Source: an optimization exercise on an open RTL-to-GDS flow (aim: small area, a short achievable clock period and few clock cycles). Production flows keep margins and buffers that such runs may drop. Power figures rest on the tool's default switching activity, not on a simulated workload.

== build 84 ==
==> flow/design.v <==
package wpp_pkg;
    localparam int MAX_WORD_LEN_DEF  = 8;
    localparam int MAX_DOC_CHARS_DEF = 65536;
    localparam int CH_W      = 8;
    localparam int CFG_W     = 64;
    localparam int CFG_IDX_W = 2;
    localparam int LEN_CFG_W = 4;
    localparam int DIST_W    = 18;
    localparam int QUEUE_DEPTH = 2;
    typedef enum logic [CFG_IDX_W-1:0] {
        CFG_FIRST_WORD,
        CFG_FIRST_LEN,
        CFG_SECOND_WORD,
        CFG_SECOND_LEN
    } t_cfg_idx;
    localparam logic [CH_W-1:0] CH_SPACE   = 8'h20;
    localparam logic [CH_W-1:0] CH_PERIOD  = 8'h2E;
    localparam logic [CH_W-1:0] CH_COMMA   = 8'h2C;
    localparam logic [CH_W-1:0] CH_LOWER_A = 8'h61;
    localparam logic [CH_W-1:0] CH_LOWER_Z = 8'h7A;
    localparam logic [CH_W-1:0] CASE_STEP  = 8'h20;
    typedef struct packed {
        logic close_a;        
        logic hit_a_first;
        logic hit_a_second;
        logic last;           
        logic hit_b_first;
        logic hit_b_second;
    } t_close_ctl;
    function automatic logic [CH_W-1:0] fold_case(input logic [CH_W-1:0] c);
        fold_case = (c >= CH_LOWER_A && c <= CH_LOWER_Z) ? c - CASE_STEP : c;
    endfunction
    function automatic logic is_delim(input logic [CH_W-1:0] c);
        is_delim = (c == CH_SPACE) || (c == CH_PERIOD) || (c == CH_COMMA);
    endfunction
endpackage
module wpp_front (
    input  logic [wpp_pkg::CH_W-1:0] i_ch,
    input  logic [wpp_pkg::CH_W-1:0] i_tgt,
    output logic                     o_eq
);
    logic t_letter;
    assign t_letter = (i_tgt[7:5] == 3'b010 || i_tgt[7:5] == 3'b011) &&
                      (i_tgt[4:0] != 5'd0) && (i_tgt[4:0] <= 5'd26);
    assign o_eq = (i_ch[7:6] == i_tgt[7:6]) && (i_ch[4:0] == i_tgt[4:0]) &&
                  ((i_ch[5] == i_tgt[5]) || t_letter);
endmodule
module wpp_back (
    input  logic        i_m1,        
    input  logic        i_m2,        
    input  logic [3:0]  i_len,       
    input  logic [3:0]  i_l1,        
    input  logic [3:0]  i_l2,        
    input  logic [17:0] i_mid,       
    input  logic        i_any,       
    input  logic        i_last_t,    
    input  logic [17:0] i_last_mid,  
    input  logic        i_found,     
    input  logic [17:0] i_best,      
    output logic        o_hit,       
    output logic        o_hit_t,     
    output logic        o_found,
    output logic [17:0] o_best
);
    logic        hit1, hit2, cand_v, take;
    logic [17:0] cand;
    assign hit1    = i_m1 && (i_len == i_l1);
    assign hit2    = !hit1 && i_m2 && (i_len == i_l2);
    assign o_hit   = hit1 || hit2;
    assign o_hit_t = hit2;
    assign cand_v  = o_hit && i_any && (i_last_t != hit2);
    logic [19:0] csa_a, csa_b, csa_c, csa_s, csa_k, csa_w;
    assign csa_a = {2'b00, i_last_mid};
    assign csa_b = {2'b00, i_best};
    assign csa_c = ~{2'b00, i_mid};
    assign csa_s = csa_a ^ csa_b ^ csa_c;
    assign csa_k = (csa_a & csa_b) | (csa_a & csa_c) | (csa_b & csa_c);
    assign csa_w = csa_s + {csa_k[18:0], 1'b1};
    assign cand  = i_mid - i_last_mid;
    assign take    = cand_v && (!i_found || !csa_w[19]);
    assign o_best  = take ? cand : i_best;
    assign o_found = i_found || cand_v;
endmodule
module word_pair_proximity_scanner (
    input  logic                          i_clk,
    input  logic                          i_rst_n,
    input  logic                          i_valid,
    output logic                          o_stall,
    input  logic [wpp_pkg::CH_W-1:0]      i_ch,
    input  logic                          i_is_final,
    output logic                          o_valid,
    input  logic                          i_stall,
    output logic                          o_found,
    output logic [wpp_pkg::DIST_W-1:0]    o_distance_x2,
    input  logic                          i_cfg_wr_en,
    input  logic [wpp_pkg::CFG_IDX_W-1:0] i_cfg_index,
    input  logic [wpp_pkg::CFG_W-1:0]     i_cfg_data
);
    localparam int PW = 17;   
    localparam int MW = 18;   
    logic [63:0] r_w1, r_w2;
    logic        r_z1, r_z2;
    logic [3:0]  r_l1, r_l2;
    logic [PW-1:0] r_pos;     
    logic [MW-1:0] r_mid;     
    logic [3:0]    r_len;     
    logic          r_m1, r_m2;
    logic          r_fin;     
    logic          r_new;     
    logic          r_any;     
    logic          r_last_t;  
    logic [MW-1:0] r_last_mid;
    logic          r_found;   
    logic [MW-1:0] r_best;    
    logic          r_out_valid;
    logic [3:0] cfg_en;
    always_comb begin
        for (int k = 0; k < 4; k++)
            cfg_en[k] = i_cfg_wr_en && i_cfg_index == 2'(k);
    end
    always_ff @(posedge i_clk) begin
        if (cfg_en[0]) r_w1 <= i_cfg_data;
        if (cfg_en[2]) r_w2 <= i_cfg_data;
    end
    always_ff @(posedge i_clk) begin
        if (!i_rst_n) begin
            r_z1 <= 1'b1;
            r_z2 <= 1'b1;
            r_l1 <= 4'd1;
            r_l2 <= 4'd1;
        end else begin
            if (cfg_en[0]) r_z1 <= 1'b0;
            if (cfg_en[1]) r_l1 <= i_cfg_data[3:0];
            if (cfg_en[2]) r_z2 <= 1'b0;
            if (cfg_en[3]) r_l2 <= i_cfg_data[3:0];
        end
    end
    logic stall, proc, close_out, start;
    logic r_stall;
    assign stall     = r_out_valid && (r_fin || r_any);
    assign o_stall   = r_stall;
    assign proc      = i_valid && !stall;
    assign close_out = r_fin && !r_out_valid;
    assign start     = r_fin || r_new;
    logic [3:0]    len_e;
    logic          m1_e, m2_e;
    logic          delim, eq1, eq2, short;
    logic [7:0]    tb1, tb2;
    logic [PW-1:0] pos_n;
    logic [MW-1:0] mid_nd;
    logic [3:0]    len_nd;
    assign len_e  = start ? 4'd0 : r_len;
    assign m1_e   = start || r_m1;
    assign m2_e   = start || r_m2;
    assign delim  = wpp_pkg::is_delim(i_ch);
    assign tb1    = r_z1 ? 8'h00 : r_w1[{len_e[2:0], 3'b000} +: 8];
    assign tb2    = r_z2 ? 8'h00 : r_w2[{len_e[2:0], 3'b000} +: 8];
    wpp_front u_eq1 (.i_ch(i_ch), .i_tgt(tb1), .o_eq(eq1));
    wpp_front u_eq2 (.i_ch(i_ch), .i_tgt(tb2), .o_eq(eq2));
    assign short  = (len_e < 4'd8);
    assign len_nd = (len_e < 4'd9) ? len_e + 4'd1 : len_e;
    assign pos_n  = start ? PW'(1) : (r_pos[PW-1] ? r_pos : r_pos + PW'(1));
    assign mid_nd = start ? MW'(1) :
                    (r_len < 4'd9 && !r_mid[MW-1]) ? r_mid + MW'(1) : r_mid;
    logic          hit, hit_t, found_c;
    logic [MW-1:0] best_c;
    logic          hit_e1, hit_e2;
    wpp_back u_close (
        .i_m1(r_m1), .i_m2(r_m2), .i_len(r_len), .i_l1(r_l1), .i_l2(r_l2), .i_mid(r_mid),
        .i_any(r_any), .i_last_t(r_last_t), .i_last_mid(r_last_mid),
        .i_found(r_found), .i_best(r_best),
        .o_hit(hit), .o_hit_t(hit_t), .o_found(found_c), .o_best(best_c)
    );
    assign hit_e1 = (r_l1 == 4'd0);
    assign hit_e2 = !hit_e1 && (r_l2 == 4'd0);
    logic fin_n, any_n, ov_n;
    assign fin_n = proc ? i_is_final : (r_fin && !close_out);
    assign any_n = (proc && start) ? (delim && (hit_e1 || hit_e2)) :
                   (proc && delim && hit) ? 1'b1 : r_any;
    assign ov_n  = close_out || (r_out_valid && i_stall);
    always_ff @(posedge i_clk) begin
        if (!i_rst_n) begin
            r_stall <= 1'b0;
        end else begin
            r_stall <= ov_n && (fin_n || any_n);
        end
    end
    always_ff @(posedge i_clk) begin
        if (proc) begin
            r_pos <= pos_n;
            if (delim) begin
                r_mid <= {pos_n, 1'b0};
                r_len <= '0;
                r_m1  <= 1'b1;
                r_m2  <= 1'b1;
            end else begin
                r_mid <= mid_nd;
                r_len <= len_nd;
                r_m1  <= m1_e && short && eq1;
                r_m2  <= m2_e && short && eq2;
            end
        end
    end
    always_ff @(posedge i_clk) begin
        if (!i_rst_n) begin
            r_fin <= 1'b0;
            r_new <= 1'b1;
        end else begin
            r_fin <= fin_n;
            if (proc)
                r_new <= 1'b0;
            else if (close_out)
                r_new <= 1'b1;
        end
    end
    always_ff @(posedge i_clk) begin
        if (proc && delim && start) begin
            r_last_t   <= hit_e2;
            r_last_mid <= '0;
        end else if (proc && delim && hit) begin
            r_last_t   <= hit_t;
            r_last_mid <= r_mid;
        end
    end
    always_ff @(posedge i_clk) begin
        if (!i_rst_n) begin
            r_any <= 1'b0;
        end else begin
            r_any <= any_n;
        end
    end
    always_ff @(posedge i_clk) begin
        if (!i_rst_n) begin
            r_found <= 1'b0;
            r_best  <= '0;
        end else if (close_out || (proc && delim && !start && !r_out_valid)) begin
            r_found <= found_c;
            r_best  <= best_c;
        end else if (r_out_valid && !i_stall) begin
            r_found <= 1'b0;
            r_best  <= '0;
        end
    end
    always_ff @(posedge i_clk) begin
        if (!i_rst_n) begin
            r_out_valid <= 1'b0;
        end else begin
            r_out_valid <= ov_n;
        end
    end
    assign o_valid       = r_out_valid;
    assign o_found       = r_found;
    assign o_distance_x2 = r_best;
endmodule
export LEC_CHECK = 0
export CAP_MARGIN = 20
export CORE_MARGIN = 2
export CORE_UTILIZATION = 40
export CTS_CLUSTER_DIAMETER = 120
export CTS_CLUSTER_SIZE = 24
export SLEW_MARGIN = 20
create_clock -name core_clock -period 11.0 [get_ports {i_clk}]
standard.sh (not shown) runs the stock make flow with config.mk's settings and CLKGATE_MAP_FILE= SYNTH_SCRIPT=/design/flow/synth_recipe.tcl, a recipe that flattens the netlist after the stock synthesis.
==> flow/flow/run.sh <==
#!/bin/bash
# The standard layout, with plain buffers (buf_1) on the ports instead of the default
# port buffer cell, and timing repair asked to leave 7.5 ns of setup slack
# ORFS's own logs stay under orfs/logs; make's output goes to standard_make.log
set -euo pipefail
export BUFFER_PORTS_ARGS="-buffer_cell sky130_fd_sc_hd__buf_1"
export SETUP_SLACK_MARGIN=7.5
bash standard.sh > standard_make.log 2>&1
The inputs of trial 57 differ from those of build 84 as listed below.
diff --git a/flow/design.v b/flow/design.v
--- a/flow/design.v
+++ b/flow/design.v
@@ -101,6 +101,13 @@
     logic [63:0] r_w1, r_w2;
     logic        r_z1, r_z2;
     logic [3:0]  r_l1, r_l2;
+    logic          r_pv;      
+    logic          r_pfinal;  
+    logic          r_pdelim;  
+    logic          r_peq1;    
+    logic          r_peq2;    
+    logic          r_pe1;     
+    logic          r_pe2;     
     logic [PW-1:0] r_pos;     
     logic [MW-1:0] r_mid;     
     logic [3:0]    r_len;     
@@ -135,26 +142,31 @@
             if (cfg_en[3]) r_l2 <= i_cfg_data[3:0];
         end
     end
-    logic stall, proc, close_out, start;
+    logic accept, hold, stall, proc, close_out, start;
     logic r_stall;
-    assign stall     = r_out_valid && (r_fin || r_any);
+    assign hold      = r_out_valid && (r_fin || r_any);
+    assign proc      = r_pv && !hold;
+    assign stall     = r_pv && hold;
     assign o_stall   = r_stall;
-    assign proc      = i_valid && !stall;
+    assign accept    = i_valid && !stall;
     assign close_out = r_fin && !r_out_valid;
     assign start     = r_fin || r_new;
     logic [3:0]    len_e;
     logic          m1_e, m2_e;
     logic          delim, eq1, eq2, short;
     logic [7:0]    tb1, tb2;
+    logic [2:0]    idx;
     logic [PW-1:0] pos_n;
     logic [MW-1:0] mid_nd;
     logic [3:0]    len_nd;
     assign len_e  = start ? 4'd0 : r_len;
     assign m1_e   = start || r_m1;
     assign m2_e   = start || r_m2;
-    assign delim  = wpp_pkg::is_delim(i_ch);
-    assign tb1    = r_z1 ? 8'h00 : r_w1[{len_e[2:0], 3'b000} +: 8];
-    assign tb2    = r_z2 ? 8'h00 : r_w2[{len_e[2:0], 3'b000} +: 8];
+    assign delim  = r_pdelim;
+    assign idx    = (proc ? (r_pfinal || delim) : start) ? 3'd0 :
+                    proc ? len_nd[2:0] : r_len[2:0];
+    assign tb1    = r_z1 ? 8'h00 : r_w1[{idx, 3'b000} +: 8];
+    assign tb2    = r_z2 ? 8'h00 : r_w2[{idx, 3'b000} +: 8];
     wpp_front u_eq1 (.i_ch(i_ch), .i_tgt(tb1), .o_eq(eq1));
     wpp_front u_eq2 (.i_ch(i_ch), .i_tgt(tb2), .o_eq(eq2));
     assign short  = (len_e < 4'd8);
@@ -171,18 +183,31 @@
         .i_found(r_found), .i_best(r_best),
         .o_hit(hit), .o_hit_t(hit_t), .o_found(found_c), .o_best(best_c)
     );
-    assign hit_e1 = (r_l1 == 4'd0);
-    assign hit_e2 = !hit_e1 && (r_l2 == 4'd0);
-    logic fin_n, any_n, ov_n;
-    assign fin_n = proc ? i_is_final : (r_fin && !close_out);
+    assign hit_e1 = r_pe1;
+    assign hit_e2 = r_pe2;
+    logic pv_n, fin_n, any_n, ov_n;
+    assign pv_n  = accept || (r_pv && !proc);
+    assign fin_n = proc ? r_pfinal : (r_fin && !close_out);
     assign any_n = (proc && start) ? (delim && (hit_e1 || hit_e2)) :
                    (proc && delim && hit) ? 1'b1 : r_any;
     assign ov_n  = close_out || (r_out_valid && i_stall);
     always_ff @(posedge i_clk) begin
         if (!i_rst_n) begin
+            r_pv    <= 1'b0;
             r_stall <= 1'b0;
         end else begin
-            r_stall <= ov_n && (fin_n || any_n);
+            r_pv    <= pv_n;
+            r_stall <= pv_n && ov_n && (fin_n || any_n);
+        end
+    end
+    always_ff @(posedge i_clk) begin
+        if (!stall) begin
+            r_pfinal <= i_is_final;
+            r_pdelim <= wpp_pkg::is_delim(i_ch);
+            r_peq1   <= eq1;
+            r_peq2   <= eq2;
+            r_pe1    <= (r_l1 == 4'd0);
+            r_pe2    <= (r_l1 != 4'd0) && (r_l2 == 4'd0);
         end
     end
     always_ff @(posedge i_clk) begin
@@ -196,8 +221,8 @@
             end else begin
                 r_mid <= mid_nd;
                 r_len <= len_nd;
-                r_m1  <= m1_e && short && eq1;
-                r_m2  <= m2_e && short && eq2;
+                r_m1  <= m1_e && short && r_peq1;
+                r_m2  <= m2_e && short && r_peq2;
             end
         end
     end
--- outcome ---
Delta (trial 57 minus build 84): number of clock buffers in the layout has increased; number of buffers added for setup after CTS decreased 7; area used by sequential logic in the layout now larger; number of I/O port buffers roughly the same; relative contribution of combinational cells to total power climbed 4.1 points.
Maximum fanout encountered on the critical timing path: trial 57 vs build 84 up 3
Summary: with build 84 as the reference, non-clock buffer instance count of the final layout in trial 57 moved up by a few percent.
Of the two candidates, build 84 has the better summed area of non-filler cells in the final layout and trial 57 the worse one.
Relative to build 84, total number of tap cells increased by 6 in trial 57.
Trial 57 ended up with a lower setup slack than build 84 did.
On trial 57: layout net count is about 3.2% higher than what build 84 gave.
Build 84 has a lower number of logic stages on the critical path including buffering than trial 57.
No functional check of the RTL was part of any run of this note.

==> afterwards: timing with drivers on the ports <==
How much do the figures lean on ideal ports? The routed layouts below were timed once more, with nothing changed but the port constraints.
Step 1 sets driving cells, clkbuf_16 on the clock port and buf_2 on the other inputs (assumed; they add their load-dependent delay and slew).
Step 2 also shifts input and output timing later by t, the mid clock arrival at the registers, as if the neighbouring blocks saw the same clock.
Three values: ideal, step 1, step 2; two values: the first two.
run | shift t [ns] | setup slack, ns | worst setup path after step 2 | cell pins on the clock port's net
build 84 | 0.522 | 7.428 / 7.421 / 6.899 | input to register | 1
trial 57 | 0.520 | 7.385 / 7.385 / 7.199 | input to register | 1
After both steps every run listed still meets setup and hold. The setup slack of build 84, which loses most, moves by -0.007 ns with the drivers and by -0.529 ns with both steps.
